This design comes from an exercise in tuning for small area and few clock cycles per item on the open sky130 flow, not from production work. RTL that was checked went through simulation tests only; none was proved equivalent to the original.

==> job 4236 <==
// epoch_seconds_calendar_converter
module epoch_seconds_calendar_converter (
  input  logic        clk,
  input  logic        rst_n,
  input  logic        in_valid,
  output logic        in_ready,
  input  logic        in_op,
  input  logic [31:0] in_epoch_seconds,
  input  logic [7:0]  in_year,
  input  logic [3:0]  in_month,
  input  logic [4:0]  in_day,
  input  logic [4:0]  in_hour,
  input  logic [5:0]  in_minute,
  input  logic [5:0]  in_second,
  output logic        out_valid,
  input  logic        out_ready,
  output logic [31:0] res_seconds,
  output logic [7:0]  res_year,
  output logic [3:0]  res_month,
  output logic [4:0]  res_day,
  output logic [4:0]  res_hour,
  output logic [5:0]  res_minute,
  output logic [5:0]  res_second,
  output logic [1:0]  status
);
make LEC_CHECK=0 CAP_MARGIN=20 CORE_MARGIN=2 CORE_UTILIZATION=40 SLEW_MARGIN=20 finish   # period 8.0 ns
run.sh (not shown) runs the stock make flow with config.mk's settings and CLKGATE_MAP_FILE= SYNTH_SCRIPT=/design/flow/synth_recipe.tcl, a recipe that flattens the netlist after the stock synthesis.
==> job 3929: changes against job 4236 <==
==> flow/flow/run.sh (new file) <==
#!/bin/bash
# The standard layout (bash standard.sh), with the port buffers that global placement
# inserts made from sky130_fd_sc_hd__buf_1 instead of the resizer's default pick.
# Each step's full output goes to its own log file here; ORFS keeps its per-step logs
# under orfs/logs/.
set -euo pipefail
export BUFFER_PORTS_ARGS="-buffer_cell sky130_fd_sc_hd__buf_1"
bash standard.sh synth > synth.log 2>&1
bash standard.sh "BUFFER_PORTS_ARGS=$BUFFER_PORTS_ARGS" finish > layout.log 2>&1
==> flow/standard.sh (new file) <==
#!/bin/bash
# synth_recipe.tcl (not shown) runs the flow's synth.tcl, then flattens the netlist and writes it again
# the make line also repeats each setting of config.mk as NAME=value (left out here)
make -C /OpenROAD-flow-scripts/flow DESIGN_CONFIG=/design/flow/config.mk WORK_HOME=/design/flow/orfs CLKGATE_MAP_FILE= SYNTH_SCRIPT=/design/flow/synth_recipe.tcl "${@:-finish}"
removed: flow/run.sh
==> results.tsv <==
stage	metric	value	unit
final_layout	fraction of area in multi-input gates	62.4	%
final_layout	post-route cell area	20500	µm²
sta	period utilization	94.0	%
final_layout	clk cell area share	2.87	%
final_layout	Final Instance Count excl. Fillers	2475	
status	status	finished clean	
global_route	GRT met1 Usage	23.1	%
global_route	met3 GRT Util	2.48	%
-- figures above: job 4236

==> results.tsv <==
stage	metric	value	unit
route	routed wl met3	1350	µm
status	status	finished clean	
final_layout	post-route cell area	19600	µm²
final_layout	Final Instance Count excl. Fillers	2472	
sta	period utilization	90.0	%
place	pre-CTS WS	0.772	ns
final_layout	fraction of area in multi-input gates	65.2	%
final_layout	Non-clock buffers, area share	2.99	%
floorplanning	Die ar.	46400	µm²
setup_path	Critical path origin	u_dp.r3[18]$_DFFE_PP_	
global_route	met3 GRT Util	2.49	%
-- figures above: job 3929

Testbench counts of job 4236, summed over its fixed seeds: cycles 3,224, items 3,200.
Testbench counts of job 3929, summed over its fixed seeds: cycles 3,224, items 3,200.

---

==> run a <==
epoch_seconds_calendar_converter, a different RTL version from the one above (not shown whole).
Settings: LEC_CHECK=0, CAP_MARGIN=20, CORE_MARGIN=2, CORE_UTILIZATION=40, CTS_BUF_LIST=sky130_fd_sc_hd__clkbuf_8, CTS_CLUSTER_DIAMETER=100, CTS_CLUSTER_SIZE=30, SLEW_MARGIN=20; clock period 8.0 ns.
standard.sh (not shown) runs the stock make flow with config.mk's settings and CLKGATE_MAP_FILE= SYNTH_SCRIPT=/design/flow/synth_recipe.tcl, a recipe that flattens the netlist after the stock synthesis.
==> flow/flow/run.sh <==
#!/bin/bash
# The standard layout (bash standard.sh) with two changes:
#  - synthesis skips the ABC pass inside Yosys's generic synth script (SYNTH_ARGS=-noabc),
#    so the full adders that extract_fa finds keep the polarity the RTL gives them
#    (the final technology mapping by ABC still runs);
#  - the port buffers that global placement inserts are sky130_fd_sc_hd__buf_1.
# Each step's full output goes to its own log file here; ORFS keeps its per-step logs
# under orfs/logs/.
set -euo pipefail
export BUFFER_PORTS_ARGS="-buffer_cell sky130_fd_sc_hd__buf_1"
bash standard.sh "SYNTH_ARGS=-noabc" synth > synth.log 2>&1
bash standard.sh "SYNTH_ARGS=-noabc" "BUFFER_PORTS_ARGS=$BUFFER_PORTS_ARGS" finish > layout.log 2>&1
==> run b: changes against run a <==
--- a/flow/design.v
+++ b/flow/design.v
@@ -318,23 +318,22 @@
 endmodule
 module escc_sum_days (
   input  logic [7:0] y,
   input  logic [8:0] cum,
   input  logic [4:0] dm1,
   input  logic [0:0] c0,
-  input  logic [0:0] c1,
   output logic [15:0] s
 );
   wire w1 = y[0] ^ y[2] ^ cum[0];
   wire w2 = (y[0] & y[2]) | (y[0] & cum[0]) | (y[2] & cum[0]);
-  wire w3 = dm1[0] ^ c0[0] ^ c1[0];
-  wire w4 = (dm1[0] & c0[0]) | (dm1[0] & c1[0]) | (c0[0] & c1[0]);
+  wire w3 = dm1[0] ^ c0[0] ^ w1;
+  wire w4 = (dm1[0] & c0[0]) | (dm1[0] & w1) | (c0[0] & w1);
   wire w5 = y[1] ^ y[3] ^ cum[1];
   wire w6 = (y[1] & y[3]) | (y[1] & cum[1]) | (y[3] & cum[1]);
-  wire w7 = dm1[1] ^ w2 ^ w4;
-  wire w8 = (dm1[1] & w2) | (dm1[1] & w4) | (w2 & w4);
+  wire w7 = dm1[1] ^ w2 ^ w5;
+  wire w8 = (dm1[1] & w2) | (dm1[1] & w5) | (w2 & w5);
   wire w9 = y[2] ^ y[0] ^ y[4];
   wire w10 = (y[2] & y[0]) | (y[2] & y[4]) | (y[0] & y[4]);
   wire w11 = cum[2] ^ dm1[2] ^ w6;
   wire w12 = (cum[2] & dm1[2]) | (cum[2] & w6) | (dm1[2] & w6);
   wire w13 = w9 ^ w8 ^ w11;
   wire w14 = (w9 & w8) | (w9 & w11) | (w8 & w11);
@@ -407,52 +406,59 @@
   wire w81 = y[7] ^ y[6] ^ y[4];
   wire w82 = (y[7] & y[6]) | (y[7] & y[4]) | (y[6] & y[4]);
   wire w83 = w78 ^ w81 ^ w80;
   wire w84 = (w78 & w81) | (w78 & w80) | (w81 & w80);
   wire w85 = y[7] ^ y[5] ^ w82;
   wire w86 = (y[7] & y[5]) | (y[7] & w82) | (y[5] & w82);
-  wire w87 = w1 ^ w3;
-  wire w88 = w1 & w3;
-  wire w89 = w5 ^ w7 ^ w88;
-  wire w90 = (w5 & w7) | (w5 & w88) | (w7 & w88);
-  wire w91 = w13 ^ w90;
-  wire w92 = w13 & w90;
-  wire w93 = w21 ^ w92;
-  wire w94 = w21 & w92;
-  wire w95 = w22 ^ w29 ^ w94;
-  wire w96 = (w22 & w29) | (w22 & w94) | (w29 & w94);
-  wire w97 = w30 ^ w37 ^ w96;
-  wire w98 = (w30 & w37) | (w30 & w96) | (w37 & w96);
-  wire w99 = w38 ^ w45 ^ w98;
-  wire w100 = (w38 & w45) | (w38 & w98) | (w45 & w98);
-  wire w101 = w46 ^ w53 ^ w100;
-  wire w102 = (w46 & w53) | (w46 & w100) | (w53 & w100);
-  wire w103 = w54 ^ w61 ^ w102;
-  wire w104 = (w54 & w61) | (w54 & w102) | (w61 & w102);
-  wire w105 = w69 ^ w104;
-  wire w106 = w69 & w104;
-  wire w107 = w70 ^ w75 ^ w106;
-  wire w108 = (w70 & w75) | (w70 & w106) | (w75 & w106);
-  wire w109 = w76 ^ w79 ^ w108;
-  wire w110 = (w76 & w79) | (w76 & w108) | (w79 & w108);
-  wire w111 = w83 ^ w110;
-  wire w112 = w83 & w110;
-  wire w113 = w84 ^ w85;
-  wire w114 = w84 & w85;
-  wire w115 = y[6] ^ w86 ^ w114;
-  wire w116 = (y[6] & w86) | (y[6] & w114) | (w86 & w114);
-  wire w117 = y[7] ^ w116;
-  wire w118 = w84 ^ w85 ^ 1'b1;
-  wire w119 = (w84 & w85) | (w84 & 1'b1) | (w85 & 1'b1);
-  wire w120 = y[6] ^ w86 ^ w119;
-  wire w121 = (y[6] & w86) | (y[6] & w119) | (w86 & w119);
-  wire w122 = y[7] ^ w121;
-  wire w123 = (w118 & w112) | (w113 & ~w112);
-  wire w124 = (w120 & w112) | (w115 & ~w112);
-  wire w125 = (w122 & w112) | (w117 & ~w112);
-  assign s = {w125, w124, w123, w111, w109, w107, w105, w103, w101, w99, w97, w95, w93, w91, w89, w87};
+  wire w87 = w4 ^ w7;
+  wire w88 = w4 & w7;
+  wire w89 = w13 ^ w88;
+  wire w90 = w13 & w88;
+  wire w91 = w21 ^ w90;
+  wire w92 = w21 & w90;
+  wire w93 = w22 ^ w29 ^ w92;
+  wire w94 = (w22 & w29) | (w22 & w92) | (w29 & w92);
+  wire w95 = w30 ^ w37 ^ w94;
+  wire w96 = (w30 & w37) | (w30 & w94) | (w37 & w94);
+  wire w97 = w38 ^ w45 ^ w96;
+  wire w98 = (w38 & w45) | (w38 & w96) | (w45 & w96);
+  wire w99 = w46 ^ w53 ^ w98;
+  wire w100 = (w46 & w53) | (w46 & w98) | (w53 & w98);
+  wire w101 = w54 ^ w61 ^ w100;
+  wire w102 = (w54 & w61) | (w54 & w100) | (w61 & w100);
+  wire w103 = w69 ^ w102;
+  wire w104 = w69 & w102;
+  wire w105 = w70 ^ w75;
+  wire w106 = w70 & w75;
+  wire w107 = w76 ^ w79 ^ w106;
+  wire w108 = (w76 & w79) | (w76 & w106) | (w79 & w106);
+  wire w109 = w83 ^ w108;
+  wire w110 = w83 & w108;
+  wire w111 = w84 ^ w85 ^ w110;
+  wire w112 = (w84 & w85) | (w84 & w110) | (w85 & w110);
+  wire w113 = y[6] ^ w86 ^ w112;
+  wire w114 = (y[6] & w86) | (y[6] & w112) | (w86 & w112);
+  wire w115 = y[7] ^ w114;
+  wire w116 = w70 ^ w75 ^ 1'b1;
+  wire w117 = (w70 & w75) | (w70 & 1'b1) | (w75 & 1'b1);
+  wire w118 = w76 ^ w79 ^ w117;
+  wire w119 = (w76 & w79) | (w76 & w117) | (w79 & w117);
+  wire w120 = w83 ^ w119;
+  wire w121 = w83 & w119;
+  wire w122 = w84 ^ w85 ^ w121;
+  wire w123 = (w84 & w85) | (w84 & w121) | (w85 & w121);
+  wire w124 = y[6] ^ w86 ^ w123;
+  wire w125 = (y[6] & w86) | (y[6] & w123) | (w86 & w123);
+  wire w126 = y[7] ^ w125;
+  wire w127 = (w116 & w104) | (w105 & ~w104);
+  wire w128 = (w118 & w104) | (w107 & ~w104);
+  wire w129 = (w120 & w104) | (w109 & ~w104);
+  wire w130 = (w122 & w104) | (w111 & ~w104);
+  wire w131 = (w124 & w104) | (w113 & ~w104);
+  wire w132 = (w126 & w104) | (w115 & ~w104);
+  assign s = {w132, w131, w130, w129, w128, w127, w103, w101, w99, w97, w95, w93, w91, w89, w87, w3};
 endmodule
 module escc_sum_sod (
   input  logic [4:0] h,
   input  logic [5:0] mi,
   input  logic [5:0] sc,
   output logic [16:0] s
@@ -942,19 +948,14 @@
   logic [19:0] qs;
   logic [15:0] q_a;
   logic        bad_a;
   assign a = epoch_seconds[31:7];
   escc_sum_q u_q (.a(a), .s(qs));
   assign q_a = qs[19] ? 16'd0 : qs[18:3];    
-  logic feb, short_m;
-  assign feb     = (month == 4'd2);
-  assign short_m = feb || (month == 4'd4) || (month == 4'd6) || (month == 4'd9) ||
-                   (month == 4'd11);
   assign bad_a = (year > escc_pkg::MAX_YEAR_OFS) || (month == 4'd0) || (month > 4'd12) ||
-                 (day == 5'd0) || ((day == 5'd31) && short_m) || ((day == 5'd30) && feb) ||
-                 ((day == 5'd29) && feb && !escc_pkg::is_leap(year)) ||
+                 (day == 5'd0) || (day > escc_pkg::month_days(year, month)) ||
                  (hour > 5'd23) || (minute > 6'd59) || (second > 6'd59);
   logic        op_b, bad_b;
   logic [33:0] r1;
   always_ff @(posedge clk) begin
     if (en) begin
       op_b  <= op;
@@ -982,23 +983,23 @@
   logic [4:0]  d_b, h_b;
   logic [5:0]  mi_b, s_b;
   logic [8:0]  cum;
   logic [15:0] days1_b;
   logic [16:0] sod1_b;
   assign {y_b, m_b, d_b, h_b, mi_b, s_b} = r1;
-  assign cum = escc_pkg::month_start(m_b);
-  escc_sum_days u_days1 (.y(y_b), .cum(cum), .dm1(d_b - 5'd1), .c0(y_b[1:0] == 2'd3),
-                         .c1(escc_pkg::is_leap(y_b) && (m_b > 4'd2)), .s(days1_b));
+  assign cum = escc_pkg::month_start(m_b) + 9'(escc_pkg::is_leap(y_b) && (m_b > 4'd2));
+  escc_sum_days u_days1 (.y(y_b), .cum(cum), .dm1(d_b - 5'd1), .c0(y_b[1:0] == 2'd3), .s(days1_b));
   escc_sum_sod u_sod1 (.h(h_b), .mi(mi_b), .sc(s_b), .s(sod1_b));
-  logic        op_c;
-  logic [36:0] r2, r2_op0;
-  assign r2_op0 = {q_b[11:0], q4_b, rest_b, lo_b, e_b};
+  logic        op_c, bad_c;
+  logic [36:0] r2;
   always_ff @(posedge clk) begin
     if (en) begin
-      op_c <= op_b;
-      r2   <= {r2_op0[36:34], op_b ? {bad_b, days1_b, sod1_b} : r2_op0[33:0]};
+      op_c  <= op_b;
+      bad_c <= bad_b;
+      r2    <= op_b ? {4'd0, days1_b, sod1_b}
+                    : {q_b[11:0], q4_b, rest_b, lo_b, e_b};
     end
   end
   logic [11:0] q_c;
   logic [5:0]  q4_c;
   logic [10:0] rest_c;
   logic [6:0]  lo_c;
@@ -1029,27 +1030,26 @@
   escc_sum_hh u_hh (.r(rest_c), .s(hs));
   assign hh = hs[6:1];
   escc_sum_rs u_rs (.x({rest_c[5:0], lo_c}), .h(hh), .s(rs));
   assign eh     = (rs >= 13'd3600);
   assign rsec_c = eh ? 12'(rs - 13'd3600) : rs[11:0];
   assign hour_c = 5'(hh + 6'(eh) - (e_c ? 6'd24 : 6'd0));
-  logic        bad_c;
   logic [15:0] days1_c;
   logic [16:0] sod1_c;
   logic [32:0] tot_c;
-  assign bad_c   = r2[33];
   assign days1_c = r2[32:17];
   assign sod1_c  = r2[16:0];
   escc_sum_tot u_tot (.days(days1_c), .sod(sod1_c), .s(tot_c));
-  logic        op_d;
-  logic [34:0] r3, r3_op0;
-  assign r3_op0 = {q4_c, cnt, doy_c, hour_c, rsec_c};
+  logic        op_d, bad_d;
+  logic [34:0] r3;
   always_ff @(posedge clk) begin
     if (en) begin
-      op_d <= op_c;
-      r3   <= {r3_op0[34], op_c ? {bad_c, tot_c} : r3_op0[33:0]};
+      op_d  <= op_c;
+      bad_d <= bad_c;
+      r3    <= op_c ? {2'd0, tot_c}
+                    : {q4_c, cnt, doy_c, hour_c, rsec_c};
     end
   end
   logic [5:0]  q4_d;
   logic [2:0]  cnt_d;
   logic [7:0]  yr_d;
   logic [8:0]  doy_d;
@@ -1085,13 +1085,13 @@
     res_day     = '0;
     res_hour    = '0;
     res_minute  = '0;
     res_second  = '0;
     status      = escc_pkg::ST_OK;
     if (op_d) begin
-      if (r3[33])        status = escc_pkg::ST_RANGE;
+      if (bad_d)         status = escc_pkg::ST_RANGE;
       else if (r3[32])   status = escc_pkg::ST_OVF;
       else               res_seconds = r3[31:0];
     end else begin
       res_year   = yr_d;
       res_month  = mon;
       res_day    = mday;
CTS_CLUSTER_DIAMETER = not set   (was 100)
CTS_CLUSTER_SIZE = not set   (was 30)
==> run c: changes against run a <==
==> flow/flow/run.sh (replaced) <==
#!/bin/bash
# The standard layout (bash standard.sh) with these changes:
#  - synthesis skips the ABC pass inside Yosys's generic synth script (SYNTH_ARGS=-noabc),
#    so the full adders that extract_fa finds keep the polarity the RTL gives them
#    (the final technology mapping by ABC still runs);
#  - the port buffers that global placement inserts are sky130_fd_sc_hd__buf_1;
#  - clock tree synthesis uses sky130_fd_sc_hd__clkbuf_8 and adds no dummy loads.
# Each step's full output goes to its own log file here; ORFS keeps its per-step logs
# under orfs/logs/.
set -euo pipefail
export BUFFER_PORTS_ARGS="-buffer_cell sky130_fd_sc_hd__buf_1"
export CTS_ARGS="-sink_clustering_enable -repair_clock_nets -buf_list sky130_fd_sc_hd__clkbuf_8 -dont_use_dummy_load"
bash standard.sh "SYNTH_ARGS=-noabc" synth > synth.log 2>&1
bash standard.sh "SYNTH_ARGS=-noabc" "BUFFER_PORTS_ARGS=$BUFFER_PORTS_ARGS" "CTS_ARGS=$CTS_ARGS" \
  finish > layout.log 2>&1
CTS_CLUSTER_DIAMETER = not set   (was 100)
CTS_CLUSTER_SIZE = not set   (was 30)
==> notes.md <==
XOR/XNOR Fraction of Synth Area=0.0431; R2R Path Start=u_dp.r1[22]; status=finished clean; Nets=2083; largest net degree at the start of global routing=between 70 and 80; vias per cell=around 4.8; area grow syn2layout=9.87%; clock latency on the worst-skew pair=460 ps; Slew @ Worst Pin=930 ps
That was run a.
==> notes.md <==
Top class by area=multi-input combinational cells; clock latency on the worst-skew pair=450 ps; largest net degree at the start of global routing=75; status=finished clean; Clock Skew=25.1 ps; Nets=2083; vias per cell=between 4 and 5; XOR/XNOR Fraction of Synth Area=0.0431; Slew @ Worst Pin=930 ps; FF/Latch Area=roughly 3400 um2; area grow syn2layout=8.90%
That was run c.
==> notes.md <==
R2R Path Start=u_dp.r1[24]; CP bufs+invs=4; Slew @ Worst Pin=roughly 970 ps; CTS Buf Count=17; vias per cell=4.90; area grow syn2layout=9.64%; status=finished clean; largest net degree at the start of global routing=76; clock latency on the worst-skew pair=480 ps; XOR/XNOR Fraction of Synth Area=0.0435
That was run b.
Testbench counts of run a, summed over its fixed seeds: cycles 3,224, items 3,200.
Testbench counts of run c, summed over its fixed seeds: cycles 3,224, items 3,200.
The RTL of run b was laid out without a check of its function.

separate check: timing with driven ports:
Ports are ideal in the flow. The routed layouts listed here were re-timed in OpenROAD. Step 1: set_driving_cell puts a clkbuf_16 on clk and a buf_2 on each other input, an assumption about the parent block. Step 2 adds t to the input delays and takes it off the output delays; t is the mean of the earliest and latest rising clock arrival at the registers after step 1. Input paths then give back, and output paths get back, about the clock's delay inside the block. a / b / c = ideal ports / drivers / drivers and shift; a / b = the first two.
run	shift t [ns]	slack for setup (ns)	worst data-port slew with drivers (ns)	pins driven straight from the clock port
job 4236	0.476	0.483 / 0.432 / 0.700	0.07	1
job 3929	0.478	0.799 / 0.747 / 0.837	0.06	1
run a	0.499	0.431 / 0.453 / -0.046	0.06	1
run b	0.517	0.545 / 0.570 / 0.053	0.04	1
run c	0.477	0.412 / 0.430 / -0.046	0.06	1
With both steps, setup timing fails in run a and run c, where it was met with ideal ports. For run b, which loses most, drivers alone change the setup slack by +0.025 ns; drivers and shift together by -0.492 ns.
